Context: an optimization exercise on an open-source flow, tuned for a short achievable clock period and few clock cycles. The choices shown serve that exercise and are no tape-out recipe.
The RTL was checked by simulation tests, not by an equivalence proof against the original design.
Power and IR drop assume default switching activity.

==> design.v <==
package isa_pkg;
    localparam int WORD_W   = 64;
    localparam int IMM_W    = 32;
    localparam int SEL_W    = 3;
    localparam int OP_W     = 6;
    localparam int NUM_REGS = 1 << SEL_W;
    localparam int PAD_W = WORD_W - IMM_W - 1 - 3 * SEL_W - OP_W;
    typedef logic [WORD_W-1:0] word_t;
    typedef logic [IMM_W-1:0]  imm_t;
    typedef logic [SEL_W-1:0]  reg_sel_t;
    typedef logic [OP_W-1:0]   opcode_t;
    typedef struct packed {
        imm_t             imm;
        logic [PAD_W-1:0] unused;
        logic             hilo;
        reg_sel_t         dst;
        reg_sel_t         src_b;
        reg_sel_t         src_a;
        opcode_t          op;
    } instr_t;
    typedef enum logic [2:0] {
        FETCH_REQ,
        FETCH_REL,
        EXECUTE,
        STORE_REQ,
        STORE_REL,
        ADVANCE,
        HALTED
    } seq_state_t;
    localparam opcode_t OP_LDI   = 6'd0;
    localparam opcode_t OP_ADD   = 6'd1;
    localparam opcode_t OP_SUB   = 6'd2;
    localparam opcode_t OP_AND   = 6'd3;
    localparam opcode_t OP_OR    = 6'd4;
    localparam opcode_t OP_XOR   = 6'd5;
    localparam opcode_t OP_SHL   = 6'd6;
    localparam opcode_t OP_STORE = 6'd7;
    localparam opcode_t OP_FEQ   = 6'd8;
    localparam opcode_t OP_FLT   = 6'd9;
    localparam opcode_t OP_FAND  = 6'd10;
    localparam opcode_t OP_JMP   = 6'd11;
    localparam opcode_t OP_JF    = 6'd12;
    localparam opcode_t OP_HALT  = 6'd13;
endpackage
package bus_pkg;
    localparam int ADDR_W = 64;
    localparam int DATA_W = 64;
    typedef logic [ADDR_W-1:0] addr_t;
    typedef logic [DATA_W-1:0] data_t;
    typedef struct packed {
        addr_t addr;
        data_t wdata;
        logic  write;
    } mem_req_t;
endpackage
`timescale 1ns/1ps
module reg_bank
(
    input  logic                  clock,
    input  logic                  rst,
    input  isa_pkg::reg_sel_t     sel_a,
    input  isa_pkg::reg_sel_t     sel_b,
    input  logic                  reg_we,
    input  isa_pkg::reg_sel_t     reg_wsel,
    input  isa_pkg::word_t        reg_wdata,
    input  logic                  flag_we,
    input  isa_pkg::reg_sel_t     flag_wsel,
    input  logic                  flag_wdata,
    output isa_pkg::word_t        opnd_a,
    output isa_pkg::word_t        opnd_b,
    output logic                  flag_a,
    output logic                  flag_b
);
    isa_pkg::word_t               regs [0:isa_pkg::NUM_REGS-1];
    logic [isa_pkg::NUM_REGS-1:0] valid;
    logic [isa_pkg::NUM_REGS-1:0] flags;
    always_ff @(posedge clock)
    begin
        if (rst)
        begin
            valid <= '0;
            flags <= '0;
        end
        else
        begin
            if (reg_we)
            begin
                valid[reg_wsel] <= 1'b1;
            end
            if (flag_we)
            begin
                flags[flag_wsel] <= flag_wdata;
            end
        end
    end
    always_ff @(posedge clock)
    begin
        if (reg_we)
        begin
            regs[reg_wsel] <= reg_wdata;
        end
    end
    assign opnd_a = valid[sel_a] ? regs[sel_a] : '0;
    assign opnd_b = valid[sel_b] ? regs[sel_b] : '0;
    assign flag_a = flags[sel_a];
    assign flag_b = flags[sel_b];
endmodule
`timescale 1ns/1ps
module exec_unit
(
    input  logic              clock,
    input  logic              rst,
    input  logic              issue,
    input  isa_pkg::instr_t   fields,
    input  isa_pkg::word_t    opnd_a,
    input  isa_pkg::word_t    opnd_b,
    input  logic              flag_a,
    input  logic              flag_b,
    output isa_pkg::word_t    a_q,
    output isa_pkg::word_t    b_q,
    output logic              reg_we,
    output isa_pkg::reg_sel_t reg_wsel,
    output isa_pkg::word_t    result,
    output logic              flag_we,
    output isa_pkg::reg_sel_t flag_wsel,
    output logic              flag_result
);
    logic              dec_sub;
    logic              v0_reg;
    logic              v0_flag;
    logic              v1_reg;
    logic              v1_flag;
    logic              v2_reg;
    logic              v2_flag;
    logic              c_ldi;
    logic              c_sum;
    logic              c_sub;
    logic              c_and;
    logic              c_or;
    logic              c_shl;
    logic              c_feq;
    logic              c_flt;
    logic              hilo0;
    isa_pkg::reg_sel_t dst0;
    isa_pkg::imm_t     imm0;
    logic              fand0;
    assign dec_sub = (fields.op == isa_pkg::OP_SUB) || (fields.op == isa_pkg::OP_FLT);
    always_ff @(posedge clock)
    begin
        if (rst)
        begin
            v0_reg  <= 1'b0;
            v0_flag <= 1'b0;
            v1_reg  <= 1'b0;
            v1_flag <= 1'b0;
            v2_reg  <= 1'b0;
            v2_flag <= 1'b0;
        end
        else
        begin
            v0_reg  <= issue && (fields.op <= isa_pkg::OP_SHL);
            v0_flag <= issue && (fields.op == isa_pkg::OP_FEQ || fields.op == isa_pkg::OP_FLT
                                 || fields.op == isa_pkg::OP_FAND);
            v1_reg  <= v0_reg;
            v1_flag <= v0_flag;
            v2_reg  <= v1_reg;
            v2_flag <= v1_flag;
        end
    end
    always_ff @(posedge clock)
    begin
        if (issue)
        begin
            c_ldi <= (fields.op == isa_pkg::OP_LDI);
            c_sum <= (fields.op == isa_pkg::OP_ADD) || (fields.op == isa_pkg::OP_SUB);
            c_sub <= dec_sub;
            c_and <= (fields.op == isa_pkg::OP_AND);
            c_or  <= (fields.op == isa_pkg::OP_OR);
            c_shl <= (fields.op == isa_pkg::OP_SHL);
            c_feq <= (fields.op == isa_pkg::OP_FEQ);
            c_flt <= (fields.op == isa_pkg::OP_FLT);
            hilo0 <= fields.hilo;
            dst0  <= fields.dst;
            imm0  <= fields.imm;
            a_q   <= opnd_a;
            b_q   <= dec_sub ? ~opnd_b : opnd_b;
            fand0 <= flag_a & flag_b;
        end
    end
    logic [63:0]    blk_d;
    logic [3:0]     gen_d;
    logic [63:0]    blk;
    logic [3:0]     gen;
    logic [3:0]     eqb;
    isa_pkg::word_t sh1;
    for (genvar k = 0; k < 4; k++)
    begin : g_blk
        prefix_add #(.W(16)) u_add (
            .a    (a_q[16*k +: 16]),
            .b    (b_q[16*k +: 16]),
            .cin  (k == 0 ? c_sub : 1'b0),
            .sum  (blk_d[16*k +: 16]),
            .cout (gen_d[k])
        );
    end
    always_ff @(posedge clock)
    begin
        blk <= blk_d;
        gen <= gen_d;
        sh1 <= a_q << b_q[2:0];
        for (int k = 0; k < 4; k++)
        begin
            eqb[k] <= (a_q[16*k +: 16] == b_q[16*k +: 16]);
        end
    end
    logic [4:0]     cin;
    isa_pkg::word_t sum;
    logic           carry;
    isa_pkg::word_t misc;
    isa_pkg::word_t shl;
    always_comb
    begin
        cin[0] = 1'b0;
        for (int k = 1; k <= 4; k++)
        begin
            cin[k] = gen[k-1] | (cin[k-1] & (&blk[16*(k-1) +: 16]));
        end
        for (int k = 0; k < 4; k++)
        begin
            for (int i = 0; i < 16; i++)
            begin
                sum[16*k+i] = blk[16*k+i]
                              ^ (cin[k] & (&(blk[16*k +: 16] | ~((16'd1 << i) - 16'd1))));
            end
        end
    end
    assign carry = cin[4];
    assign shl   = sh1 << {b_q[5:3], 3'b000};
    always_comb
    begin
        if (c_ldi)
        begin
            misc = hilo0 ? {imm0, a_q[isa_pkg::IMM_W-1:0]} : {32'b0, imm0};
        end
        else if (c_and)
        begin
            misc = a_q & b_q;
        end
        else if (c_or)
        begin
            misc = a_q | b_q;
        end
        else
        begin
            misc = a_q ^ b_q;
        end
    end
    isa_pkg::word_t res_q;
    logic           fres_q;
    always_ff @(posedge clock)
    begin
        res_q  <= c_sum ? sum : c_shl ? shl : misc;
        fres_q <= c_feq ? (&eqb) : c_flt ? ~carry : fand0;
    end
    assign reg_we      = v2_reg;
    assign reg_wsel    = dst0;
    assign result      = res_q;
    assign flag_we     = v2_flag;
    assign flag_wsel   = dst0;
    assign flag_result = fres_q;
endmodule
module prefix_add
#(
    parameter int W = 16
)
(
    input  logic [W-1:0] a,
    input  logic [W-1:0] b,
    input  logic         cin,
    output logic [W-1:0] sum,
    output logic         cout
);
    localparam int L = 4;   
    logic [W-1:0] p;
    logic [W-1:0] t;
    logic [W-1:0] gg [1:L];
    logic [W-1:0] pp [1:L];
    assign p = a ^ b;
    assign t = a | b;
    always_comb
    begin
        gg[1][0] = (a[0] & b[0]) | (t[0] & cin);
        pp[1][0] = p[0];
        for (int i = 1; i < W; i++)
        begin
            gg[1][i] = (a[i] & b[i]) | (((t[i] & a[i-1])) & b[i-1]) | ((t[i] & t[i-1]) & (i == 1 ? cin : 1'b0));
            pp[1][i] = p[i] & p[i-1];
        end
        for (int l = 2; l <= L; l++)
        begin
            for (int i = 0; i < W; i++)
            begin
                if (i >= (1 << (l - 1)))
                begin
                    gg[l][i] = gg[l-1][i] | (pp[l-1][i] & gg[l-1][i - (1 << (l - 1))]);
                    pp[l][i] = pp[l-1][i] & pp[l-1][i - (1 << (l - 1))];
                end
                else
                begin
                    gg[l][i] = gg[l-1][i];
                    pp[l][i] = pp[l-1][i];
                end
            end
        end
    end
    assign sum  = p ^ {gg[L][W-2:0], cin};
    assign cout = gg[L][W-1];
endmodule
`timescale 1ns/1ps
module sequencer
(
    input  logic              clock,
    input  logic              rst,
    input  logic              ack,
    input  isa_pkg::word_t    rdata,
    input  isa_pkg::word_t    a_q,
    input  isa_pkg::word_t    b_q,
    input  logic              flag_a,
    output logic              req,
    output bus_pkg::mem_req_t mem_req,
    output logic              issue,
    output logic              halted
);
    logic            st_fetch;
    logic            st_cap;
    logic            st_dec;
    logic            st_store;
    logic            st_post;
    logic            req_q;
    logic            halted_q;
    bus_pkg::addr_t  pc_inc;
    bus_pkg::addr_t  addr_q;
    bus_pkg::addr_t  pc_q;
    bus_pkg::data_t  wdata_q;
    logic            write_q;
    isa_pkg::instr_t ir;
    logic            fa_q;
    logic            is_store;
    logic            taken;
    bus_pkg::addr_t  target;
    logic            ld_store;
    logic            ld_fetch;
    logic            ld_hold;
    assign is_store = (ir.op == isa_pkg::OP_STORE);
    assign taken    = (ir.op == isa_pkg::OP_JMP) || ((ir.op == isa_pkg::OP_JF) && fa_q);
    assign target   = taken ? {32'b0, ir.imm} : pc_inc;
    always_ff @(posedge clock)
    begin
        if (rst)
        begin
            st_fetch <= 1'b1;
            st_cap   <= 1'b0;
            st_dec   <= 1'b0;
            st_store <= 1'b0;
            st_post  <= 1'b0;
            req_q    <= 1'b0;
            halted_q <= 1'b0;
        end
        else
        begin
            if (st_fetch)
            begin
                if (req_q && ack)
                begin
                    req_q    <= 1'b0;
                    st_fetch <= 1'b0;
                    if (rdata[isa_pkg::OP_W-1:0] == isa_pkg::OP_HALT)
                    begin
                        halted_q <= 1'b1;
                    end
                    else
                    begin
                        st_cap <= 1'b1;
                    end
                end
                else if (!ack)
                begin
                    req_q <= 1'b1;
                end
            end
            if (st_cap)
            begin
                st_cap <= 1'b0;
                st_dec <= 1'b1;
            end
            if (st_dec)
            begin
                st_dec <= 1'b0;
                req_q  <= !ack;
                if (is_store)
                begin
                    st_store <= 1'b1;
                end
                else
                begin
                    st_fetch <= 1'b1;
                end
            end
            if (st_store)
            begin
                if (req_q && ack)
                begin
                    req_q    <= 1'b0;
                    st_store <= 1'b0;
                    st_post  <= 1'b1;
                end
                else if (!ack)
                begin
                    req_q <= 1'b1;
                end
            end
            if (st_post)
            begin
                st_post  <= 1'b0;
                st_fetch <= 1'b1;
            end
        end
    end
    assign ld_store = st_dec && is_store;
    assign ld_fetch = st_dec && !is_store;
    assign ld_hold  = !st_dec && !st_post;
    always_ff @(posedge clock)
    begin
        addr_q  <= {64{!rst}} & (({64{ld_store}} & b_q) | ({64{ld_fetch}} & target)
                                 | ({64{st_post}} & pc_inc) | ({64{ld_hold}} & addr_q));
        pc_q    <= {64{!rst}} & (({64{ld_fetch}} & target) | ({64{st_post}} & pc_inc)
                                 | ({64{!ld_fetch && !st_post}} & pc_q));
        write_q <= !rst && (ld_store || (ld_hold && write_q));
        wdata_q <= ({64{ld_store}} & a_q) | ({64{!st_dec}} & wdata_q);
    end
    always_ff @(posedge clock)
    begin
        if (st_cap)
        begin
            ir     <= isa_pkg::instr_t'(rdata);
            fa_q   <= flag_a;
            for (int i = 0; i < bus_pkg::ADDR_W; i++)
            begin
                pc_inc[i] <= pc_q[i] ^ (&(pc_q | ~((64'd1 << i) - 64'd1)));
            end
        end
    end
    assign req           = req_q;
    assign mem_req.addr  = addr_q;
    assign mem_req.wdata = wdata_q;
    assign mem_req.write = write_q;
    assign issue         = st_cap;
    assign halted        = halted_q;
endmodule
`timescale 1ns/1ps
module cpu_top
(
    input  logic     clock,
    input  logic     rst,
    input  logic     ack,
    input  isa_pkg::word_t    rdata,
    output logic     req,
    output bus_pkg::mem_req_t mem_req,
    output logic     halted
);
    isa_pkg::instr_t   fields;
    isa_pkg::word_t    opnd_a;
    isa_pkg::word_t    opnd_b;
    logic              flag_a;
    logic              flag_b;
    logic              issue;
    isa_pkg::word_t    a_q;
    isa_pkg::word_t    b_q;
    logic              reg_we;
    isa_pkg::reg_sel_t reg_wsel;
    isa_pkg::word_t    result;
    logic              flag_we;
    isa_pkg::reg_sel_t flag_wsel;
    logic              flag_result;
    assign fields = isa_pkg::instr_t'(rdata);
    sequencer u_sequencer (
        .clock   (clock),
        .rst     (rst),
        .ack     (ack),
        .rdata   (rdata),
        .a_q     (a_q),
        .b_q     (b_q),
        .flag_a  (flag_a),
        .req     (req),
        .mem_req (mem_req),
        .issue   (issue),
        .halted  (halted)
    );
    reg_bank u_reg_bank (
        .clock      (clock),
        .rst        (rst),
        .sel_a      (fields.src_a),
        .sel_b      (fields.src_b),
        .reg_we     (reg_we),
        .reg_wsel   (reg_wsel),
        .reg_wdata  (result),
        .flag_we    (flag_we),
        .flag_wsel  (flag_wsel),
        .flag_wdata (flag_result),
        .opnd_a     (opnd_a),
        .opnd_b     (opnd_b),
        .flag_a     (flag_a),
        .flag_b     (flag_b)
    );
    exec_unit u_exec_unit (
        .clock       (clock),
        .rst         (rst),
        .issue       (issue),
        .fields      (fields),
        .opnd_a      (opnd_a),
        .opnd_b      (opnd_b),
        .flag_a      (flag_a),
        .flag_b      (flag_b),
        .a_q         (a_q),
        .b_q         (b_q),
        .reg_we      (reg_we),
        .reg_wsel    (reg_wsel),
        .result      (result),
        .flag_we     (flag_we),
        .flag_wsel   (flag_wsel),
        .flag_result (flag_result)
    );
endmodule
==> run.sh <==
#!/bin/bash
# synth_recipe.tcl (not shown) runs the flow's synth.tcl, then flattens the netlist and writes it again
# the make line also repeats each setting of config.mk as NAME=value (left out here)
make -C /OpenROAD-flow-scripts/flow DESIGN_CONFIG=/design/flow/config.mk WORK_HOME=/design/flow/orfs CLKGATE_MAP_FILE= SYNTH_SCRIPT=/design/flow/synth_recipe.tcl finish
==> config.mk <==
export PLATFORM = sky130hd
export DESIGN_NAME = cpu_top
export DESIGN_NICKNAME = cpu_top
export VERILOG_FILES = /design/flow/design.v
export SDC_FILE = /design/flow/constraint.sdc
export NUM_CORES = 4
export LEC_CHECK = 0
export ABC_CLOCK_PERIOD_IN_PS = 2000
export CAP_MARGIN = 20
export CORE_MARGIN = 2
export CORE_UTILIZATION = 60
export CTS_CLUSTER_DIAMETER = 70
export CTS_CLUSTER_SIZE = 24
export PLACE_DENSITY = 0.7
export SETUP_SLACK_MARGIN = 5
export SLEW_MARGIN = 20
==> constraint.sdc <==
create_clock -name core_clock -period 7.5 [get_ports {clock}]
set_input_delay 1.5000 -clock core_clock [delete_from_list [all_inputs] [get_ports {clock}]]
set_output_delay 1.5000 -clock core_clock [all_outputs]
set_load 0.01 [all_outputs]
==> flow_summary.json, run 1 <==
{
  "status": "finished clean",
  "maxCapViolations": 0,
  "ff_latch_area_mm2": 0.03137,
  "synth_ff_type": "edfxtp_1",
  "grt_pass1_wl_um": 262100,
  "critPathTopFamily": "multiplexers",
  "cts_buffers": 67,
  "synth_top_area_share_pct": 40.28,
  "min_period_ps": 2679,
  "portBuffers": 181,
  "synth.cell_area_mm2": 0.05636,
  "rsz0062_at_grt": "true",
  "timing.final.crit_share_pct": 35.72,
  "place_hpwl_um": 110300,
  "root_buffer": "clkbuf_16",
  "area_delta_synth_final_pct": 17.90,
  "grt_pass1_vias": 37890,
  "dp_cells": 5595,
  "synth-seq-cells": 1179,
  "netlist_top_cells_area": "edfxtp_1 (40%), dfxtp_1 (15%), mux4_2 (13%)",
  "postRouteAntennaNets": 0,
  "via_per_inst": 6.833,
  "grt_max_degree": 129,
  "arrival_ps": 3100,
  "route.detailed.drc": 0,
  "async_reset_ff_share_pct": 0,
  "yosys.cell_types.count": 67,
  "die_area_mm2": 0.09640,
  "power_frac_comb_pct": 7.7,
  "drive_above_1_share_pct": 27.04,
  "drt_iter0_markers": 6871,
  "synth_nets": 4622,
  "worstPathRequired_ps": 7920,
  "fmax_mhz": 373.3,
  "cp_max_fo": 8,
  "p_per_area_mw_per_mm2": 182.4,
  "finalNetCount": 4881,
  "clk_latency_ps": 680,
  "fp.coreArea_mm2": 0.09319,
  "worstPathCellList": "buf_16, mux4_2, mux2i_4, buf_12, buf_12, buf_16, nor2_4, xor2_1",
  "seq_area_frac_synth_pct": 55.30,
  "power_switching_mw": 2.927,
  "slowest_stage": "mux4_2",
  "finalSetupViolCount": 0,
  "synth_cells": 4413,
  "slew_headroom_pct": 30.94,
  "io_pins": 198,
  "cts_tree": "done",
  "die_h_um": 310.5,
  "crit_path_start_kind": "input pin",
  "swShare_pct": 24.15,
  "clockBufferDepth": 3,
  "antenna_found_initial": 19,
  "clockPowerShare_pct": 33.5,
  "tightestPinTransition_ps": 1035,
  "finalHoldViolCount": 0,
  "vias": 40890,
  "path_buf_inv": 4,
  "start_util_pct": 60.48,
  "stdcell_count": 5985,
  "die_x_um": 310.5,
  "place_congestion": 1.081,
  "cts.reportedPaths.clkPinSlew_ps": 90,
  "synth_edf_count": 756,
  "track_usage_pct": 38.23,
  "rrSetupSlack_ps": 4860,
  "wl_per_cell_um": 31.44,
  "drt-total-wl_um": 188100,
  "clock_skew_ps": 36.78,
  "hold_path.class": "reg2reg",
  "power_leakage_nw": 24.31,
  "multi_input_area_mm2": 0.02470,
  "max_stage_delay_ps": 540,
  "dr.pass1.iters": 8,
  "synth_largest_area_cell": "edfxtp_1",
  "sequentialPowerShare_pct": 58.8,
  "cts_hold_buf": 0,
  "cts_max_level": 3,
  "largest_reg_flops": 512,
  "internal-power_mw": 9.191,
  "yosys_warnings": 6,
  "regMostFlops": "u_reg_bank.regs",
  "final_max_slew_viol_count": 0,
  "synth.avg_cell_area_um2": 12.77,
  "rows": 112,
  "critPathKind": "in2reg",
  "peakVddDrop_mv": 0.1810,
  "setup-tns-final_ps": 0,
  "grt-ovfl-total": 0,
  "fillers": 6273,
  "worst_setup_path_end_kind": "register",
  "cts.sinks": 1179
}
[power by group through the flow]
stage / clock, mW / sequential (mW) / combinational, mW
final: 4.06 / 7.12 / 0.930
after global routing: 4.31 / 7.13 / 0.969
after CTS: 4.09 / 7.12 / 0.864
after detailed placement: 0 / 7.27 / 0.748
after global placement: 0 / 7.26 / 0.743
after floorplan: 0 / 7.21 / 0.548
[worst register-to-register path, cell delays in order, from the launching register on]
cell and delay, ps:
edfxtp_1 450, buf_4 190, buf_4 170, bufbuf_16 330, nor2_4 160, a21oi_1 50
o211ai_1 560, o21ai_1 200, mux2i_2 400
[final timing paths]
check | start | end | depth (start not counted)
max | rdata[9] | u_exec_unit.b_q[32]$_DFFE_PP_ | 8
min | u_exec_unit.v1_reg$_SDFF_PP0_ | u_exec_unit.v2_reg$_SDFF_PP0_ | 1
min reg2reg | u_exec_unit.v1_reg$_SDFF_PP0_ | u_exec_unit.v2_reg$_SDFF_PP0_ | 1
max reg2reg | u_exec_unit.b_q[4]$_DFFE_PP_ | u_exec_unit.res_q[56]$_DFF_P_ | 8
[through the flow]
step	hold slack [ps]	power [mW]	instance area, µm²	utilization [%]	setup slack (ps)
after global routing	470.6	12.41	66440	71.30	4796
after detailed placement	430.1	8.014	59730	64.10	3421
after floorplan	405.6	7.762	57530	-	4200
final	461.9	12.12	66450	71.31	4821
after global placement	422.0	8.006	59700	64.07	3463
after CTS	462.4	12.07	65040	69.79	4803
[metal layers]
| metal | global-route usage, % | wire length [µm] |
|---|---|---|
| met5 | 0.05056 | 73 |
| met1 | 55.24 | 72740 |
| met2 | 55.79 | 82120 |
| met3 | 10.65 | 25790 |
| met4 | 13.54 | 7425 |
[placed cells by master, fill, tap and decap left out, drive strengths merged, types with 21 or more instances in the layout]
cell type,Yosys,final
nor2,374,377
mux2i,256,256
mux4,313,313
a211oi,120,120
o21ai,176,176
edfxtp,756,756
nand2,333,333
nand4,26,26
clkbuf,211,98
buf,97,428
nand3,69,69
inv,197,212
o211ai,26,26
xnor2,83,83
a22oi,98,98
a21oi,180,180
dfxtp,423,423
clkdlybuf4s50,0,37
ha,141,141
o2bb2ai,64,64
a222oi,32,32
nor3,40,40
nor4,21,21
a31oi,50,50
xor2,140,140
[logic make-up (layout without fill, tap and decap cells)]
kind of cell	after synthesis	after routing	share of synthesized area, %
adders and majority gates	142	142	3.166
other	0	5	0
xor gates and xnor gates	223	223	3.479
DFF	1179	1179	55.30
and+or+nand+nor	949	953	7.401
muxes	589	589	17.45
buffers and inverters	505	813	3.459
AOI/OAI and AO/OA	826	827	9.739
[timing repair]
item,4_1_cts,5_1_grt
gates resized for setup,998,149
gates cloned,39,6
pin swaps,37,41
buffers inserted,132,85
endpoints found under the setup margin,853,407
[layout make-up]
cell class	instances	share of cell area (%)
inverters	197	1.150
diodes	5	0.01883
repair buffers	493	8.880
well taps	1254	2.361
flip-flops and latches	1179	47.20
clock buffers	91	2.721
multi-input cells	2734	37.18
clock inverters	32	0.4877
[synthesized netlist by cell type, drive strengths merged, types with 12 or more instances]
library cell  instances
edfxtp              756
dfxtp               423
nor2                374
nand2               333
mux4                313
mux2i               256
clkbuf              211
inv                 197
a21oi               180
o21ai               176
ha                  141
xor2                140
a211oi              120
a22oi                98
buf                  97
xnor2                83
nand3                69
o2bb2ai              64
a31oi                50
nor3                 40
a222oi               32
nand4                26
o211ai               26
nor4                 21
mux2                 20
nor2b                16
and2                 14
and3                 14
a311oi               12
Testbench counts, summed over its fixed seeds: cycles 122,077.
==> inputs of run 2 (changes only) <==
--- a/config.mk
+++ b/config.mk
@@ -11,4 +11,4 @@
 export CORE_UTILIZATION = 60
-export CTS_CLUSTER_DIAMETER = 70
-export CTS_CLUSTER_SIZE = 24
+export CTS_CLUSTER_DIAMETER = 60
+export CTS_CLUSTER_SIZE = 20
 export PLACE_DENSITY = 0.7
==> run 2 against run 1 <==
Against the previous run:
- still clean on timing, DRC and antenna
- die area unchanged
- fmax decreased by 0.26%
- first-iteration DRC count down 0.20%
- combinational power decreased by 2%
- core utilization rose by 0.79 points
- clock skew decreased by 16 ps
- clock-buffer cell count increased by 19
- area after synthesis is the same
- via count is 0.94% higher
- setup slack got worse by 6.9 ps
- total power rose by 8.9%
- largest power group unchanged
- highest routed layer unchanged
==> flow_summary.json, run 2 <==
{
  "maxCapViolations": 0,
  "clk_latency_ps": 710,
  "root_buffer": "clkbuf_16",
  "worstPathRequired_ps": 6000,
  "path_buf_inv": 1,
  "synth_nets": 4622,
  "grt_pass1_wl_um": 261700,
  "cts_buffers": 90,
  "grt_max_degree": 129,
  "drt-total-wl_um": 187900,
  "synth-seq-cells": 1179,
  "dp_slack_ps": 3421,
  "max_stage_delay_ps": 370,
  "synth_edf_count": 756,
  "slowest_stage": "dfxtp_2",
  "critPathTopFamily": "flip-flops",
  "total_power_mw": 13.20,
  "async_reset_ff_share_pct": 0,
  "synth_largest_area_cell": "edfxtp_1",
  "cts.reportedPaths.clkPinSlew_ps": 80,
  "portBuffers": 181,
  "largest_reg_flops": 512,
  "die_x_um": 310.5,
  "layout_common_cells": "edfxtp_1 (756), nand2_1 (329), mux4_2 (313)",
  "fp.coreArea_mm2": 0.09319,
  "track_usage_pct": 38.11,
  "synth_common_cells": "edfxtp_1 (756), dfxtp_1 (423), nor2_1 (374), nand2_1 (333), mux4_2 (313)",
  "worstPathCellList": "buf_6",
  "timing.final.crit_share_pct": 35.81,
  "die_area_mm2": 0.09640,
  "synth.avg_cell_area_um2": 12.77,
  "ff_latch_area_mm2": 0.03137,
  "finalSetupViolCount": 0,
  "postRouteAntennaNets": 0,
  "status": "finished clean",
  "final_max_slew_viol_count": 0,
  "min_period_ps": 2686,
  "hold_path.class": "reg2reg",
  "synth.cell_area_mm2": 0.05636,
  "finalNetCount": 4889,
  "dp_cells": 5595,
  "peakVddDrop_mv": 0.2386,
  "cts.sinks": 1179,
  "finalHoldViolCount": 0,
  "vias": 41280,
  "setup_slack_ps": 4814,
  "area_delta_synth_final_pct": 19.20,
  "route.detailed.drc": 0,
  "yosys_warnings": 6,
  "start_util_pct": 60.48,
  "p_per_area_mw_per_mm2": 196.4,
  "fillers": 6250,
  "dr.pass1.iters": 9,
  "grt_pass1_vias": 38170,
  "cts_max_level": 3,
  "multi_input_area_mm2": 0.02471,
  "cts_tree": "done",
  "wl_per_cell_um": 31.23,
  "drt_iter0_markers": 6857,
  "place_hpwl_um": 110300,
  "fmax_mhz": 372.3,
  "seq_area_frac_synth_pct": 55.30,
  "setup-tns-final_ps": 0,
  "antenna_found_initial": 12,
  "cp_max_fo": 2,
  "worst_setup_path_end_kind": "primary output",
  "place_congestion": 1.081,
  "clockBufferDepth": 3,
  "slew_headroom_pct": 34.47,
  "grt-ovfl-total": 0,
  "via_per_inst": 6.860,
  "synth_cells": 4413,
  "die_h_um": 310.5,
  "regMostFlops": "u_reg_bank.regs",
  "rsz0062_at_grt": "true",
  "stdcell_count": 6017,
  "yosys.cell_types.count": 67,
  "final_common_cell": "edfxtp_1",
  "synth_top_area_share_pct": 40.28,
  "io_pins": 198,
  "arrival_ps": 1190,
  "synth_ff_type": "edfxtp_1",
  "tightestPinTransition_ps": 981.9,
  "clock_skew_ps": 20.62,
  "yosysMostFrequentCell": "edfxtp_1",
  "power_leakage_nw": 24.64,
  "crit_path_start_kind": "register",
  "rows": 112,
  "drive_above_1_share_pct": 27.71,
  "critPathKind": "reg2out",
  "netlist_top_cells_area": "edfxtp_1 (40%), dfxtp_1 (15%), mux4_2 (13%)"
}
run 2: logic make-up (layout without fill, tap and decap cells):
logic type                 Yosys count  count (layout)  share of synthesized area, %
adders and majority gates          142             142                         3.166
muxes                              589             589                         17.45
xor gates and xnor gates           223             223                         3.479
DFF                               1179            1179                         55.30
and+or+nand+nor                    949             953                         7.401
AOI/OAI and AO/OA                  826             829                         9.739
buffers and inverters              505             842                         3.459
other                                0               6                             0
run 2: power breakdown:
| part | switching [mW] | total (mW) | internal [mW] |
|---|---|---|---|
| logic | 0.510 | 0.915 | 0.405 |
| clock network | 2.55 | 5.16 | 2.61 |
| registers | 0.137 | 7.12 | 6.99 |
| total | 3.19 | 13.2 | 10.0 |
run 2: stage by stage:
stage                     hold WS, ps  cell area [µm²]  util (%)
after floorplan                 405.6            57530         -
after global placement          422.0            59700     64.07
after detailed placement        430.1            59730     64.10
after CTS                       459.1            65930     70.74
after global routing            468.8            67170     72.08
final                           461.0            67190     72.10
run 2: path summary, 6_finish.rpt:
path	startpoint	to	slack, ps	cells past startpoint
max reg2reg	u_exec_unit.b_q[4]$_DFFE_PP_	u_exec_unit.blk[15]$_DFF_P_	4920	8
min reg2reg	u_exec_unit.v1_reg$_SDFF_PP0_	u_exec_unit.v2_reg$_SDFF_PP0_	460	1
min	u_exec_unit.v1_reg$_SDFF_PP0_	u_exec_unit.v2_reg$_SDFF_PP0_	460	1
max	u_sequencer.addr_q[0]$_DFF_P_	mem_req[65]	4810	1
run 2: timing repair:
action / 4_1_cts / 5_1_grt
endpoints found under the setup margin: 853 / 461
gates cloned: 34 / 8
hold buffers: 0 / 0
pin swaps: 27 / 49
setup buffers: 133 / 72
endpoints found under the hold margin: 0 / 0
gates resized for setup: 987 / 149
run 2: layout make-up:
cell class	count	share of cell area, %
clock buffers	110	3.572
well taps	1254	2.335
multi-input cells	2736	36.78
diodes	6	0.02235
inverters	197	1.130
repair buffers	476	8.380
clock inverters	59	1.097
flip-flops and latches	1179	46.68
run 2: routing by layer:
| metal | vias up | global-route usage, % | share of wire, % |
|---|---|---|---|
| met5 | - | 0 | 0.014 |
| met4 | 4 | 14.13 | 4.2 |
| met3 | 412 | 10.18 | 14 |
| met2 | 2862 | 55.42 | 43 |
| met1 | 20760 | 55.28 | 38 |
| li1 | 17240 | - | - |
==> inputs of run 3 (changes only) <==
--- a/config.mk
+++ b/config.mk
@@ -10,6 +10,6 @@
 export CORE_MARGIN = 2
-export CORE_UTILIZATION = 60
+export CORE_UTILIZATION = 50
 export CTS_CLUSTER_DIAMETER = 60
 export CTS_CLUSTER_SIZE = 20
-export PLACE_DENSITY = 0.7
+export PLACE_DENSITY = 0.6
 export SETUP_SLACK_MARGIN = 5
==> run 3 against run 2 <==
Against the previous run:
- area after synthesis unchanged
- hold slack got worse by 32 ps
- cell count increased by 4.5%
- setup slack got worse by 26 ps
- die area increased by 20%
- register-to-register slack about the same
- via count decreased by 1.4%
- largest power group unchanged
==> flow_summary.json, run 3 <==
{
  "status": "finished clean",
  "min-delay-start": "u_sequencer.st_cap$_SDFF_PP0_",
  "ff2ff_path_depth": 8,
  "cp_max_fo": 2,
  "crit_path_start_kind": "register",
  "grt-ovfl-total": 0,
  "path_buf_inv": 1,
  "cts_buffers": 100,
  "grt_pass1_vias": 38310,
  "arrival_ps": 1210,
  "max_stage_delay_ps": 370,
  "start_util_pct": 50.24,
  "rows": 123,
  "finalNetCount": 4909,
  "fillers": 8576,
  "synth_top_family_by_area": "multiplexers",
  "final_max_slew_viol_count": 0,
  "place_hpwl_um": 115700,
  "wl_per_cell_um": 31.14,
  "synth.avg_cell_area_um2": 12.77,
  "track_usage_pct": 33.34,
  "fp.coreArea_mm2": 0.1122,
  "finalSetupViolCount": 0,
  "multi_input_area_mm2": 0.02487,
  "synth.cell_area_mm2": 0.05636,
  "timing.final.crit_share_pct": 36.16,
  "synth-seq-cells": 1179,
  "clock_skew_ps": 30.97,
  "power_switching_mw": 3.394,
  "synth_cells": 4413,
  "yosys_warnings": 6,
  "power_frac_comb_pct": 7.1,
  "r2r_end": "u_exec_unit.res_q[39]$_DFF_P_",
  "synth_edf_count": 756,
  "drt-total-wl_um": 195800,
  "clockBufferDepth": 3,
  "synth_largest_area_cell": "edfxtp_1",
  "area_delta_synth_final_pct": 21.13,
  "min_to": "u_sequencer.st_cap$_SDFF_PP0_",
  "antenna_found_initial": 16,
  "worst_setup_path_end_kind": "primary output",
  "swShare_pct": 24.87,
  "grt_pass1_wl_um": 276700,
  "rsz0062_at_grt": "true",
  "hold_path.class": "reg2reg",
  "cts.reportedPaths.clkPinSlew_ps": 80,
  "worstPathCellList": "buf_6",
  "drt_iter0_markers": 5682,
  "synth_common_cells": "edfxtp_1 (756), dfxtp_1 (423), nor2_1 (374), nand2_1 (333), mux4_2 (313)",
  "ff_latch_area_mm2": 0.03139,
  "clk_latency_ps": 730,
  "dr.pass1.iters": 8,
  "min_path_cells": 1,
  "layout_common_cells": "edfxtp_1 (756), nand2_1 (329), mux4_2 (313)",
  "cts.sinks": 1179,
  "cts_max_level": 3,
  "drive_above_1_share_pct": 28.35,
  "grt_max_degree": 129,
  "synth_top_area_share_pct": 40.28,
  "fmax_mhz": 368.7,
  "slew_headroom_pct": 39.10,
  "final_common_cell": "edfxtp_1",
  "cts_tree": "done",
  "clockPowerShare_pct": 40.8,
  "die_x_um": 339.7,
  "die_area_mm2": 0.1154,
  "p_per_area_mw_per_mm2": 199.9,
  "via_per_inst": 6.475,
  "largest_reg_flops": 512,
  "critPathKind": "reg2out",
  "synthAdderAreaFrac_pct": 3.166,
  "yosys-mux-area-fraction_pct": 17.45,
  "finalHoldViolCount": 0,
  "sequentialPowerShare_pct": 52.1,
  "yosysMostFrequentCell": "edfxtp_1",
  "r2r_start": "u_exec_unit.b_q[39]$_DFFE_PP_",
  "critPathTopFamily": "flip-flops",
  "portBuffers": 181,
  "rrSetupSlack_ps": 4920,
  "dp_cells": 5846,
  "tightestPinTransition_ps": 913.5,
  "min_period_ps": 2712,
  "synth_xor_area_share_pct": 3.479,
  "root_buffer": "clkbuf_16",
  "synth_compound_area_share_pct": 9.739,
  "die_h_um": 339.7,
  "stdcell_count": 6288,
  "seq_area_frac_synth_pct": 55.30,
  "synth_ff_type": "edfxtp_1",
  "worstPathRequired_ps": 6000,
  "synthSimpleGateAreaFrac_pct": 7.401,
  "route.detailed.drc": 0,
  "netlist_top_cells_area": "edfxtp_1 (40%), dfxtp_1 (15%), mux4_2 (13%)",
  "power_leakage_nw": 24.89,
  "io_pins": 198,
  "postRouteAntennaNets": 0,
  "peakVddDrop_mv": 0.1755,
  "setup-tns-final_ps": 0,
  "vias": 40710,
  "synth_nets": 4622,
  "internal-power_mw": 10.25,
  "place_congestion": 1.013,
  "yosys.cell_types.count": 67,
  "regMostFlops": "u_reg_bank.regs",
  "async_reset_ff_share_pct": 0,
  "maxCapViolations": 0,
  "slowest_stage": "dfxtp_4"
}
==> run 3: area by class of cell <==
cell class                      instances  area share (%)
Antenna cell                            2        0.007331
Clock buffer                          109           3.790
Clock inverter                         79           1.331
Inverter                              197           1.112
Multi-Input combinational cell       2734           36.43
Sequential cell                      1179           45.97
Tap cell                             1500           2.749
Timing Repair Buffer                  488           8.603
==> run 3: worst max path at each step <==
stage	startpoint	to	slack [ps]	cells after the start
6_report	u_sequencer.addr_q[10]$_DFF_P_	mem_req[75]	4790	1
5_1_grt	u_sequencer.wdata_q[14]$_DFF_P_	mem_req[15]	4770	1
4_1_cts	u_sequencer.wdata_q[14]$_DFF_P_	mem_req[15]	4760	1
3_5_place_dp	rdata[7]	u_exec_unit.a_q[15]$_SDFFCE_PN0P_	2920	5
3_3_place_gp	rdata[7]	u_exec_unit.a_q[3]$_SDFFCE_PN0P_	2970	5
2_1_floorplan	rdata[9]	u_exec_unit.b_q[53]$_DFFE_PP_	4200	6
==> run 3: logic make-up after synthesis <==
logic type,Yosys count
AND/OR/NAND/NOR,949
adder cells (fa/ha/maj),142
AO/OA/AOI/OAI,826
buffers and inverters,505
multiplexers,589
XOR/XNOR,223
flip-flops,1179
==> run 3: per-layer routing <==
layer	track usage (%)	share of wire, %	up-vias
met5	0	0.017	-
li1	-	-	17290
met2	49.13	44	2285
met4	11.61	3.7	6
met3	7.051	12	338
met1	49.07	41	20790
==> run 3: metrics by stage <==
stage	hold slack (ps)	utilization, %	area [µm²]	total power [mW]	setup slack (ps)
6_report	429.0	60.85	68270	13.65	4788
5_1_grt	438.8	60.85	68260	14.00	4774
4_1_cts	427.7	59.59	66860	13.64	4760
3_5_place_dp	415.0	53.53	60060	8.029	2920
3_3_place_gp	410.0	53.53	60060	8.026	2967
2_1_floorplan	405.6	-	57530	7.762	4200
==> run 3: timing repair <==
action	in CTS	in global routing
pin swaps	42	40
resized for setup	1015	161
gates cloned	39	3
setup buffers	132	78
endpoints found under the setup margin	661	414
hold buffers	0	0
==> run 3: power groups by stage <==
stage          sequential (mW)  clock (mW)  combinational (mW)
6_report                  7.12        5.57               0.964
5_1_grt                   7.12        5.87                1.01
4_1_cts                   7.11        5.62               0.901
3_5_place_dp              7.26           0               0.764
3_3_place_gp              7.26           0               0.762
2_1_floorplan             7.21           0               0.548
==> inputs of run 4 (changes only) <==
--- a/design.v
+++ b/design.v
@@ -74,3 +74,2 @@
     isa_pkg::word_t               regs [0:isa_pkg::NUM_REGS-1];
-    logic [isa_pkg::NUM_REGS-1:0] valid;
     logic [isa_pkg::NUM_REGS-1:0] flags;
@@ -80,3 +79,6 @@
         begin
-            valid <= '0;
+            for (int i = 0; i < isa_pkg::NUM_REGS; i++)
+            begin
+                regs[i] <= '0;
+            end
             flags <= '0;
@@ -87,3 +89,3 @@
             begin
-                valid[reg_wsel] <= 1'b1;
+                regs[reg_wsel] <= reg_wdata;
             end
@@ -95,11 +97,4 @@
     end
-    always_ff @(posedge clock)
-    begin
-        if (reg_we)
-        begin
-            regs[reg_wsel] <= reg_wdata;
-        end
-    end
-    assign opnd_a = valid[sel_a] ? regs[sel_a] : '0;
-    assign opnd_b = valid[sel_b] ? regs[sel_b] : '0;
+    assign opnd_a = regs[sel_a];
+    assign opnd_b = regs[sel_b];
     assign flag_a = flags[sel_a];
--- a/config.mk
+++ b/config.mk
@@ -10,6 +10,6 @@
 export CORE_MARGIN = 2
-export CORE_UTILIZATION = 50
-export CTS_CLUSTER_DIAMETER = 60
-export CTS_CLUSTER_SIZE = 20
-export PLACE_DENSITY = 0.6
+export CORE_UTILIZATION = 60
+export CTS_CLUSTER_DIAMETER = 70
+export CTS_CLUSTER_SIZE = 24
+export PLACE_DENSITY = 0.7
 export SETUP_SLACK_MARGIN = 5
==> run 4 against run 3 <==
Against the previous run:
- still clean
- hold slack better by 28 ps
- via count up 7.5%
- non-clock buffer count up 26
- sequential share of layout area down 0.86 points
- flip-flop and latch count down 8
- critical path type unchanged
- highest routed layer unchanged
==> flow_summary.json, run 4 <==
{
  "status": "finished clean",
  "synth-seq-cells": 1171,
  "min_path_cells": 1,
  "synth_common_cells": "edfxtp_1 (756), and2_1 (524), dfxtp_1 (415), nand2_1 (372), mux4_2 (337)",
  "clockBufferDepth": 3,
  "rrSetupSlack_ps": 4870,
  "setup-tns-final_ps": 0,
  "track_usage_pct": 40.07,
  "synth.avg_cell_area_um2": 12.41,
  "max_stage_delay_ps": 380,
  "finalNetCount": 5237,
  "netlist_top_cells_area": "edfxtp_1 (38%), dfxtp_1 (14%), mux4_2 (13%)",
  "synth_cells": 4756,
  "arrival_ps": 1180,
  "postRouteAntennaNets": 0,
  "fp.coreArea_mm2": 0.09799,
  "grt-ovfl-total": 0,
  "yosys-mux-area-fraction_pct": 17.19,
  "drt_iter0_markers": 7052,
  "cts.sinks": 1171,
  "finish.utilization_pct": 70.60,
  "rows": 115,
  "drive_above_1_share_pct": 26.99,
  "synthAdderAreaFrac_pct": 3.024,
  "final_max_slew_viol_count": 0,
  "worstPathCellList": "buf_6",
  "clock_skew_ps": 39.15,
  "synth_xor_area_share_pct": 3.325,
  "synth_edf_count": 756,
  "yosys_warnings": 6,
  "yosys.cell_types.count": 71,
  "slowest_stage": "dfxtp_2",
  "r2r_end": "u_exec_unit.fres_q$_DFF_P_",
  "finalSetupViolCount": 0,
  "die_area_mm2": 0.1009,
  "p_per_area_mw_per_mm2": 187.1,
  "min_to": "u_exec_unit.v1_reg$_SDFF_PP0_",
  "vias": 43770,
  "clk_latency_ps": 690,
  "grt_pass1_wl_um": 289600,
  "cts.reportedPaths.clkPinSlew_ps": 100,
  "fillers": 6757,
  "regMostFlops": "u_reg_bank.regs",
  "seq_area_frac_synth_pct": 52.56,
  "grt_max_degree": 136,
  "final_common_cell": "edfxtp_1",
  "min_period_ps": 2679,
  "wl_per_cell_um": 32.47,
  "synth_compound_area_share_pct": 8.724,
  "layout_common_cells": "edfxtp_1 (756), and2_1 (524), nand2_1 (367)",
  "synth_ff_type": "edfxtp_1",
  "dr.pass1.iters": 6,
  "place_hpwl_um": 121400,
  "synth_nets": 4965,
  "largest_reg_flops": 512,
  "cts_tree": "done",
  "synthSimpleGateAreaFrac_pct": 11.69,
  "place_congestion": 1.047,
  "drt-total-wl_um": 207000,
  "synth_largest_area_cell": "edfxtp_1",
  "crit_path_start_kind": "register",
  "worst_setup_path_end_kind": "primary output",
  "io_pins": 198,
  "finalHoldViolCount": 0,
  "worstPathRequired_ps": 6000,
  "rsz0062_at_grt": "true",
  "die_x_um": 317.6,
  "power_leakage_nw": 26.01,
  "min-delay-start": "u_exec_unit.v0_reg$_SDFF_PP0_",
  "tightestPinTransition_ps": 1156,
  "cp_max_fo": 2,
  "synth_top_area_share_pct": 38.48,
  "async_reset_ff_share_pct": 0,
  "root_buffer": "clkbuf_16",
  "route.detailed.drc": 0,
  "portBuffers": 181,
  "via_per_inst": 6.867,
  "cts_max_level": 3,
  "slew_headroom_pct": 22.93,
  "ff2ff_path_depth": 9,
  "cts_buffers": 71,
  "multi_input_area_mm2": 0.02738,
  "critPathTopFamily": "flip-flops",
  "peakVddDrop_mv": 0.1786,
  "path_buf_inv": 1,
  "maxCapViolations": 0,
  "area_delta_synth_final_pct": 17.25,
  "timing.final.crit_share_pct": 35.72,
  "grt_pass1_vias": 41030,
  "synth.cell_area_mm2": 0.05900,
  "r2r_start": "u_exec_unit.blk[21]$_DFF_P_",
  "ff_latch_area_mm2": 0.03121,
  "critPathKind": "reg2out",
  "hold_path.class": "reg2reg",
  "antenna_found_initial": 21,
  "fmax_mhz": 373.3,
  "die_h_um": 317.6,
  "start_util_pct": 60.21,
  "synth_top_family_by_area": "multiplexers",
  "yosysMostFrequentCell": "edfxtp_1"
}
## run 4: cell types whose count changed in the layout (fill, tap and decap cells not counted), sizes merged, moves of 19 or more
cell    previous run  this run
and2              14       526
nor2             375       182
mux2i            256       176
xnor2             83       147
xor2             140        77
mux2              20        70
nand2            333       372
inv              227       199
a211oi           120        93
or2                3        29
mux4             313       337
buf              426       449
a221oi             0        19
## run 4: repair_timing
item,in CTS,in global routing
resized for setup,1092,172
setup buffers,135,109
gates cloned,46,5
endpoints found under the setup margin,1537,708
hold buffers,0,0
pin swaps,43,66
## run 4: worst max path at each step
stage / startpoint / endpoint / slack, ps / depth (start not counted)
2_1_floorplan: rdata[6] / u_exec_unit.a_q[10]$_DFFE_PP_ / 4410 / 5
3_3_place_gp: rdata[3] / u_exec_unit.b_q[25]$_DFFE_PP_ / 3070 / 6
3_5_place_dp: rdata[3] / u_exec_unit.b_q[19]$_DFFE_PP_ / 2970 / 6
4_1_cts: u_sequencer.addr_q[48]$_DFF_P_ / mem_req[113] / 4790 / 1
5_1_grt: u_sequencer.addr_q[32]$_DFF_P_ / mem_req[97] / 4800 / 1
6_report: u_sequencer.addr_q[32]$_DFF_P_ / mem_req[97] / 4820 / 1
## run 4: cell families (layout without fill, tap and decap cells)
family | count (synthesis) | count (layout)
flops | 1171 | 1171
mux | 583 | 583
other cells | 0 | 4
simple gates | 1325 | 1346
buf+inv | 535 | 837
fa+ha+maj | 142 | 142
compound gates | 776 | 780
xor+xnor | 224 | 224
## run 4: per-stage QoR
stage / hold WS, ps / area (µm²) / setup slack (ps) / std cells / total power [mW]
floorplan: 401.4 / 59550 / 4408 / 4756 / 8.077
global placement: 421.0 / 61800 / 3073 / 5947 / 8.457
detailed placement: 423.1 / 61800 / 2968 / 5947 / 8.477
CTS: 455.5 / 67590 / 4792 / 6256 / 12.85
global route: 462.2 / 69170 / 4796 / 6370 / 13.23
finish: 457.4 / 69180 / 4821 / 6374 / 12.95
## run 4: where the power goes
group | internal [mW] | switching [mW]
clock network | 2.04 | 2.33
logic | 0.581 | 0.716
registers | 7.06 | 0.217
## run 4: routing by layer
| metal | vias to the layer above | track usage [%] | wire length, µm |
|---|---|---|---|
| li1 | 18220 | - | - |
| met1 | 21870 | 56.54 | 77530 |
| met2 | 3091 | 57.61 | 88880 |
| met3 | 577 | 11.03 | 28410 |
| met4 | 12 | 19.61 | 12110 |
| met5 | - | 0 | 75 |
## run 4: final cells by class
| cell class | count | share of cell area (%) |
|---|---|---|
| Antenna cell | 4 | 0.01447 |
| Clock buffer | 96 | 2.858 |
| Timing Repair Buffer | 514 | 8.430 |
| Tap cell | 1287 | 2.328 |
| Multi-Input combinational cell | 3075 | 39.57 |
| Inverter | 195 | 1.134 |
| Clock inverter | 32 | 0.5570 |
| Sequential cell | 1171 | 45.11 |
Testbench counts of run 4, summed over its fixed seeds: cycles 122,077.
==> inputs of run 5 (changes only) <==
--- a/design.v
+++ b/design.v
@@ -426,10 +426,13 @@
     assign ld_hold  = !st_dec && !st_post;
+    bus_pkg::addr_t pc_d;
+    logic           write_d;
+    assign pc_d    = {64{!rst}} & (({64{ld_fetch}} & target) | ({64{st_post}} & pc_inc)
+                                   | ({64{!ld_fetch && !st_post}} & pc_q));
+    assign write_d = !rst && (ld_store || (ld_hold && write_q));
     always_ff @(posedge clock)
     begin
-        addr_q  <= {64{!rst}} & (({64{ld_store}} & b_q) | ({64{ld_fetch}} & target)
-                                 | ({64{st_post}} & pc_inc) | ({64{ld_hold}} & addr_q));
-        pc_q    <= {64{!rst}} & (({64{ld_fetch}} & target) | ({64{st_post}} & pc_inc)
-                                 | ({64{!ld_fetch && !st_post}} & pc_q));
-        write_q <= !rst && (ld_store || (ld_hold && write_q));
-        wdata_q <= ({64{ld_store}} & a_q) | ({64{!st_dec}} & wdata_q);
+        pc_q    <= pc_d;
+        write_q <= write_d;
+        addr_q  <= write_d ? b_q : pc_d;
+        wdata_q <= {64{write_d}} & a_q;
     end
--- a/config.mk
+++ b/config.mk
@@ -11,4 +11,4 @@
 export CORE_UTILIZATION = 60
-export CTS_CLUSTER_DIAMETER = 70
-export CTS_CLUSTER_SIZE = 24
+export CTS_CLUSTER_DIAMETER = 60
+export CTS_CLUSTER_SIZE = 20
 export PLACE_DENSITY = 0.7
==> run 5 against run 4 <==
Against the previous run:
- non-clock buffer count is 63 lower
- clock-buffer cell count up 14
- area after synthesis fell by 1.4%
- critical endpoint is now mem_req[113]
- largest power group unchanged
==> flow_summary.json, run 5 <==
{
  "status": "finished clean",
  "synth.avg_cell_area_um2": 12.64,
  "swShare_pct": 26.47,
  "ff2ff_path_depth": 8,
  "yosys_warnings": 6,
  "sequentialPowerShare_pct": 51.4,
  "cts_hold_buf": 0,
  "clk_latency_ps": 730,
  "yosys.cell_types.count": 82,
  "grt_pass1_wl_um": 276700,
  "grt-busiest-layer": "met2",
  "rows": 114,
  "die_x_um": 315.3,
  "maxCapViolations": 0,
  "max_stage_delay_ps": 360,
  "crit_path_start_kind": "register",
  "portBuffers": 181,
  "p_per_area_mw_per_mm2": 207.2,
  "worstPathCellList": "buf_6",
  "synth_nets": 4809,
  "worstPathRequired_ps": 6000,
  "place_hpwl_um": 121200,
  "layout_common_cells": "edfxtp_1 (756), and2_1 (528), dfxtp_1 (327)",
  "met1_usage_pct": 54.52,
  "cts_buffers": 105,
  "path_buf_inv": 1,
  "seq_area_frac_synth_pct": 53.33,
  "synth_common_cells": "edfxtp_1 (756), and2_1 (528), dfxtp_1 (415), mux4_2 (310), nand2_1 (271)",
  "power_leakage_nw": 26.15,
  "final_common_cell": "edfxtp_1",
  "async_reset_ff_share_pct": 0,
  "io_pins": 198,
  "critPathTopFamily": "flip-flops",
  "dp_slack_ps": 3193,
  "cts.sinks": 1171,
  "synth_largest_area_cell": "edfxtp_1",
  "grt-ovfl-total": 0,
  "drive_above_1_share_pct": 26.75,
  "area_delta_synth_final_pct": 17.36,
  "place_congestion": 1.044,
  "fillers": 6726,
  "root_buffer": "clkbuf_16",
  "synth_cells": 4600,
  "yosysMostFrequentCell": "edfxtp_1",
  "cts_max_level": 3,
  "regMostFlops": "u_reg_bank.regs",
  "synth_ff_type": "edfxtp_1",
  "arrival_ps": 1180,
  "largest_reg_flops": 512,
  "setup-tns-final_ps": 0,
  "cp-startpoint": "u_sequencer.addr_q[48]$_DFF_P_",
  "whs_ps": 465.0,
  "peakVddDrop_mv": 0.1945,
  "finalNetCount": 5062,
  "stdcell_count": 6227,
  "r2r_start": "u_exec_unit.a_q[5]$_DFFE_PP_",
  "cts.reportedPaths.clkPinSlew_ps": 80,
  "wl_per_cell_um": 31.87,
  "fp.coreArea_mm2": 0.09642,
  "power_switching_mw": 3.743,
  "dr.pass1.iters": 7,
  "die_h_um": 315.3,
  "synth_top_area_share_pct": 39.04,
  "synth_edf_count": 756,
  "netlist_top_cells_area": "edfxtp_1 (39%), dfxtp_1 (14%), mux4_2 (12%)",
  "finish.utilization_pct": 70.78,
  "vias": 41610,
  "clockPowerShare_pct": 40.2,
  "cts_tree": "done",
  "clockBufferDepth": 3,
  "r2r_end": "u_exec_unit.blk[15]$_DFF_P_",
  "finalSetupViolCount": 0,
  "finalHoldViolCount": 0,
  "met3_usage_pct": 9.795,
  "worst_setup_path_end_kind": "primary output",
  "setup_slack_ps": 4822,
  "crit_path_end": "mem_req[113]",
  "tightestPinTransition_ps": 1077,
  "grt_max_degree": 141,
  "cp.depth": 1,
  "drt_iter0_markers": 6180,
  "place_area_mm2": 0.06121,
  "route.detailed.drc": 0,
  "min_period_ps": 2678,
  "postRouteAntennaNets": 0,
  "drt-total-wl_um": 198500,
  "min-delay-start": "u_exec_unit.v1_reg$_SDFF_PP0_",
  "die_area_mm2": 0.09943,
  "met2_usage_pct": 58.99,
  "cp_max_fo": 1,
  "hold_path.class": "reg2reg",
  "critPathKind": "reg2out",
  "synth-seq-cells": 1171,
  "rrSetupSlack_ps": 4850,
  "slew_headroom_pct": 28.19,
  "track_usage_pct": 39.11,
  "final_area_mm2": 0.06825,
  "internal-power_mw": 10.39,
  "final_max_slew_viol_count": 0,
  "total_power_mw": 14.14,
  "grt_pass1_vias": 39310,
  "power_frac_comb_pct": 8.5,
  "via_per_inst": 6.682,
  "dp_cells": 5815,
  "timing.final.crit_share_pct": 35.71,
  "slowest_stage": "dfxtp_2",
  "antenna_found_initial": 24,
  "start_util_pct": 60.31,
  "rsz0062_at_grt": "true",
  "clock_skew_ps": 35.92,
  "synth.cell_area_mm2": 0.05815,
  "fmax_mhz": 373.4
}
-- run 5: power by group through the flow --
stage / clock network, mW / logic (mW) / registers [mW]
6_report: 5.68 / 1.20 / 7.26
5_1_grt: 5.95 / 1.25 / 7.28
3_5_place_dp: 0 / 1.03 / 7.40
4_1_cts: 5.71 / 1.13 / 7.25
3_3_place_gp: 0 / 1.02 / 7.39
2_1_floorplan: 0 / 0.754 / 7.32
-- run 5: worst min path at each step --
| stage | end | slack [ps] | cells past startpoint |
|---|---|---|---|
| 6_report | u_exec_unit.v2_reg$_SDFF_PP0_ | 470 | 1 |
| 5_1_grt | u_exec_unit.v2_reg$_SDFF_PP0_ | 470 | 1 |
| 4_1_cts | u_exec_unit.res_q[6]$_DFF_P_ | 450 | 2 |
| 3_3_place_gp | u_exec_unit.v2_flag$_SDFF_PP0_ | 420 | 1 |
| 2_1_floorplan | u_exec_unit.res_q[1]$_DFF_P_ | 400 | 2 |
| 3_5_place_dp | u_exec_unit.res_q[6]$_DFF_P_ | 420 | 2 |
-- run 5: cell families after synthesis --
logic type               count (synthesis)  synth area share [%]
AND/OR/NAND/NOR                       1291                 11.83
flip-flops                            1171                 53.33
multiplexers                           636                 17.92
AO/OA/AOI/OAI                          633                 7.120
buffers and inverters                  504                 3.374
XOR/XNOR                               223                 3.359
adder cells (fa/ha/maj)                142                 3.068
-- run 5: area by class of cell --
| class | instances | area [µm²] | share of cell area (%) |
|---|---|---|---|
| Multi-Input combinational cell | 2931 | 26040 | 38.15 |
| Antenna cell | 6 | 15.01 | 0.02200 |
| Tap cell | 1276 | 1597 | 2.339 |
| Clock inverter | 89 | 960.9 | 1.408 |
| Clock buffer | 110 | 2668 | 3.909 |
| Sequential cell | 1171 | 31120 | 45.60 |
| Timing Repair Buffer | 451 | 5062 | 7.418 |
| Inverter | 193 | 784.5 | 1.149 |
-- run 5: per-layer routing --
metal | wire length, µm | vias up
met5 | 77 | -
met1 | 74640 | 20840
met4 | 9435 | 12
li1 | - | 17570
met3 | 26210 | 467
met2 | 88100 | 2723
-- run 5: repair_timing --
| item | 4_1_cts | 5_1_grt |
|---|---|---|
| endpoints found under the setup margin | 1262 | 478 |
| pin swaps | 43 | 49 |
| cloned | 28 | 7 |
| gates resized for setup | 823 | 184 |
| buffers inserted | 103 | 69 |
Testbench counts of run 5, summed over its fixed seeds: cycles 122,077.
==> inputs of run 6 (changes only) <==
--- a/config.mk
+++ b/config.mk
@@ -11,4 +11,4 @@
 export CORE_UTILIZATION = 60
-export CTS_CLUSTER_DIAMETER = 60
-export CTS_CLUSTER_SIZE = 20
+export CTS_CLUSTER_DIAMETER = 70
+export CTS_CLUSTER_SIZE = 24
 export PLACE_DENSITY = 0.7
==> run 6 against run 5 <==
Against the previous run:
- via count is 0.29% higher
- flip-flop and latch count stayed put
- setup slack better by 23 ps
- critical path depth stayed put
- first-iteration DRC count is 6.1% higher
- clock power is about 20% lower
- sequential share of layout area is 0.37 points higher
- total power is 8.0% lower
- clock-buffer cell count is 12 lower
- combinational power hardly changed
==> flow_summary.json, run 6 <==
{
  "netlist_top_cells_area": "edfxtp_1 (39%), dfxtp_1 (14%), mux4_2 (12%)",
  "die_x_um": 315.3,
  "cts.sinks": 1171,
  "vias": 41730,
  "via_per_inst": 6.743,
  "layout_common_cells": "edfxtp_1 (756), and2_1 (527), dfxtp_1 (327)",
  "power_frac_comb_pct": 9.3,
  "slowest_stage": "dfxtp_2",
  "synth_top_area_share_pct": 39.04,
  "power_switching_mw": 3.301,
  "whs_ps": 450.4,
  "regMostFlops": "u_reg_bank.regs",
  "grt_pass1_wl_um": 278700,
  "r2r_end": "u_exec_unit.blk[46]$_DFF_P_",
  "internal-power_mw": 9.711,
  "drt-total-wl_um": 201200,
  "synth_common_cells": "edfxtp_1 (756), and2_1 (528), dfxtp_1 (415), mux4_2 (310), nand2_1 (271)",
  "worstPathRequired_ps": 6000,
  "synth.avg_cell_area_um2": 12.64,
  "synth_nets": 4809,
  "clk_latency_ps": 700,
  "place_hpwl_um": 121200,
  "clock_skew_ps": 29.95,
  "postRouteAntennaNets": 0,
  "dp_slack_ps": 3193,
  "power_leakage_nw": 25.81,
  "wl_per_cell_um": 32.50,
  "synth_cells": 4600,
  "met1_usage_pct": 55.00,
  "cts_tree": "done",
  "critPathTopFamily": "flip-flops",
  "crit_path_end": "mem_req[100]",
  "grt-ovfl-total": 0,
  "track_usage_pct": 39.54,
  "route.detailed.drc": 0,
  "rows": 114,
  "worst_setup_path_end_kind": "primary output",
  "rsz0062_at_grt": "true",
  "yosys.cell_types.count": 82,
  "largest_reg_flops": 512,
  "swShare_pct": 25.37,
  "total_power_mw": 13.01,
  "setup_slack_ps": 4844,
  "finalHoldViolCount": 0,
  "fmax_mhz": 376.6,
  "seq_area_frac_synth_pct": 53.33,
  "cp-startpoint": "u_sequencer.addr_q[35]$_DFF_P_",
  "drive_above_1_share_pct": 26.41,
  "grt-busiest-layer": "met2",
  "clockBufferDepth": 3,
  "finalNetCount": 5058,
  "io_pins": 198,
  "area_delta_synth_final_pct": 16.42,
  "setup-tns-final_ps": 0,
  "yosysMostFrequentCell": "edfxtp_1",
  "tightestPinTransition_ps": 1020,
  "sequentialPowerShare_pct": 55.8,
  "synth.cell_area_mm2": 0.05815,
  "rrSetupSlack_ps": 4920,
  "cp_max_fo": 1,
  "max_stage_delay_ps": 360,
  "ff2ff_path_depth": 10,
  "place_congestion": 1.044,
  "grt_pass1_vias": 39160,
  "cts_buffers": 72,
  "finalSetupViolCount": 0,
  "path_buf_inv": 1,
  "fillers": 6835,
  "min_period_ps": 2656,
  "start_util_pct": 60.31,
  "final_common_cell": "edfxtp_1",
  "finish.utilization_pct": 70.21,
  "die_h_um": 315.3,
  "critPathKind": "reg2out",
  "synth_edf_count": 756,
  "met2_usage_pct": 59.35,
  "crit_path_start_kind": "register",
  "cts_max_level": 3,
  "p_per_area_mw_per_mm2": 192.2,
  "grt_max_degree": 141,
  "r2r_start": "u_exec_unit.a_q[33]$_DFFE_PP_",
  "final_max_slew_viol_count": 0,
  "cp.depth": 1,
  "worstPathCellList": "buf_6",
  "root_buffer": "clkbuf_16",
  "clockPowerShare_pct": 34.8,
  "hold_path.class": "reg2reg",
  "synth_ff_type": "edfxtp_1",
  "slew_headroom_pct": 31.98,
  "async_reset_ff_share_pct": 0,
  "drt_iter0_markers": 6554,
  "arrival_ps": 1160,
  "timing.final.crit_share_pct": 35.41,
  "yosys_warnings": 6,
  "status": "finished clean",
  "portBuffers": 181,
  "fp.coreArea_mm2": 0.09642,
  "maxCapViolations": 0,
  "synth-seq-cells": 1171,
  "peakVddDrop_mv": 0.1713,
  "met3_usage_pct": 8.815,
  "antenna_found_initial": 20,
  "die_area_mm2": 0.09943,
  "dr.pass1.iters": 8,
  "synth_largest_area_cell": "edfxtp_1",
  "cts.reportedPaths.clkPinSlew_ps": 100
}
[run 6: cell counts after synthesis]
No cell type changed its count.
[run 6: worst register-to-register path, delay by kind of cell, from the launching register on]
kind            cells  cell delay [ps]
flops               1              490
simple gates        1              180
compound gates      5             1310
fa+ha+maj           1              140
xor+xnor            1              100
buf+inv             2              310
[run 6: kinds of logic (layout without fill, tap and decap cells)]
kind of cell,Yosys count,in the layout,share of synthesized area [%]
simple gates,1291,1295,11.83
flops,1171,1171,53.33
mux,636,636,17.92
compound gates,633,635,7.120
buf+inv,504,806,3.374
xor+xnor,223,223,3.359
fa+ha+maj,142,142,3.068
other cells,0,5,0
[run 6: what timing repair did]
action / CTS / global route
buffers inserted: 111 / 84
setup endpoints to repair: 1274 / 639
cloned: 35 / 6
pin swaps: 48 / 52
resized for setup: 863 / 188
hold buffers: 0 / 0
[run 6: final cells by class]
class | count | area (µm²) | share of cell area [%]
flip-flops and latches | 1171 | 31120 | 45.97
multi-input cells | 2931 | 26100 | 38.55
repair buffers | 480 | 5562 | 8.215
clock buffers | 98 | 2068 | 3.055
well taps | 1276 | 1597 | 2.358
inverters | 193 | 783.3 | 1.157
clock inverters | 35 | 459.2 | 0.6782
diodes | 5 | 12.51 | 0.01848
[run 6: metrics by stage]
step | instances | instance area (µm²)
2_1_floorplan | 4600 | 58940
3_3_place_gp | 5813 | 61160
3_5_place_dp | 5815 | 61210
4_1_cts | 6094 | 66160
5_1_grt | 6185 | 67690
6_report | 6189 | 67700
[run 6: worst min path at each step]
stage,from,end,slack [ps],cells after the start
floorplan,u_exec_unit.blk[1]$_DFF_P_,u_exec_unit.res_q[1]$_DFF_P_,400,2
global placement,u_exec_unit.v1_flag$_SDFF_PP0_,u_exec_unit.v2_flag$_SDFF_PP0_,420,1
detailed placement,u_exec_unit.blk[6]$_DFF_P_,u_exec_unit.res_q[6]$_DFF_P_,420,2
CTS,u_exec_unit.blk[6]$_DFF_P_,u_exec_unit.res_q[6]$_DFF_P_,450,2
global route,u_exec_unit.blk[6]$_DFF_P_,u_exec_unit.res_q[6]$_DFF_P_,480,2
finish,u_exec_unit.blk[6]$_DFF_P_,u_exec_unit.res_q[6]$_DFF_P_,450,2
[run 6: metal layers]
metal | vias to the layer above | share of wire [%]
li1 | 17500 | -
met2 | 2819 | 44
met5 | - | 0.018
met4 | 6 | 5.7
met3 | 509 | 13
met1 | 20890 | 38
[run 6: power groups by stage]
stage,clock (mW),sequential [mW],combinational (mW)
floorplan,0,7.32,0.754
global placement,0,7.39,1.02
detailed placement,0,7.40,1.03
CTS,4.54,7.25,1.15
global route,4.76,7.28,1.27
finish,4.53,7.26,1.22

[separate check: timing with driven ports]
The flow's constraints put no driver on any port. The routed layouts listed below were extracted and timed again, unchanged, in two steps.
Step 1: set_driving_cell puts a clkbuf_16 on clock and a buf_2 on each other input, an assumption about the parent block.
Step 2 adds t to the input delays and takes it off the output delays; t is the mean of the earliest and latest rising clock arrival at the registers after step 1. Input paths then give back, and output paths get back, about the clock's delay inside the block.
Slacks: ideal / step 1 / step 2; pairs: ideal / step 1.
run	t, ns	setup WS [ns]	worst hold slack (ns)	worst setup path at the end	cell pins on the clock port's net
run 1	0.734	4.821 / 4.652 / 3.918	0.462 / 0.462 / 0.462	input to register	1
run 2	0.764	4.814 / 4.700 / 3.936	0.461 / 0.461 / 0.461	input to register	1
run 3	0.790	4.788 / 4.711 / 3.920	0.429 / 0.429 / 0.429	input to register	1
run 4	0.748	4.821 / 4.744 / 4.061	0.457 / 0.457 / 0.457	input to register	1
run 5	0.783	4.822 / 4.716 / 3.933	0.465 / 0.465 / 0.465	input to register	1
run 6	0.758	4.844 / 4.719 / 3.961	0.450 / 0.450 / 0.450	input to register	1
After both steps every run listed still meets setup and hold. The setup slack of run 1, which loses most, moves by -0.169 ns with the drivers and by -0.903 ns with both steps.
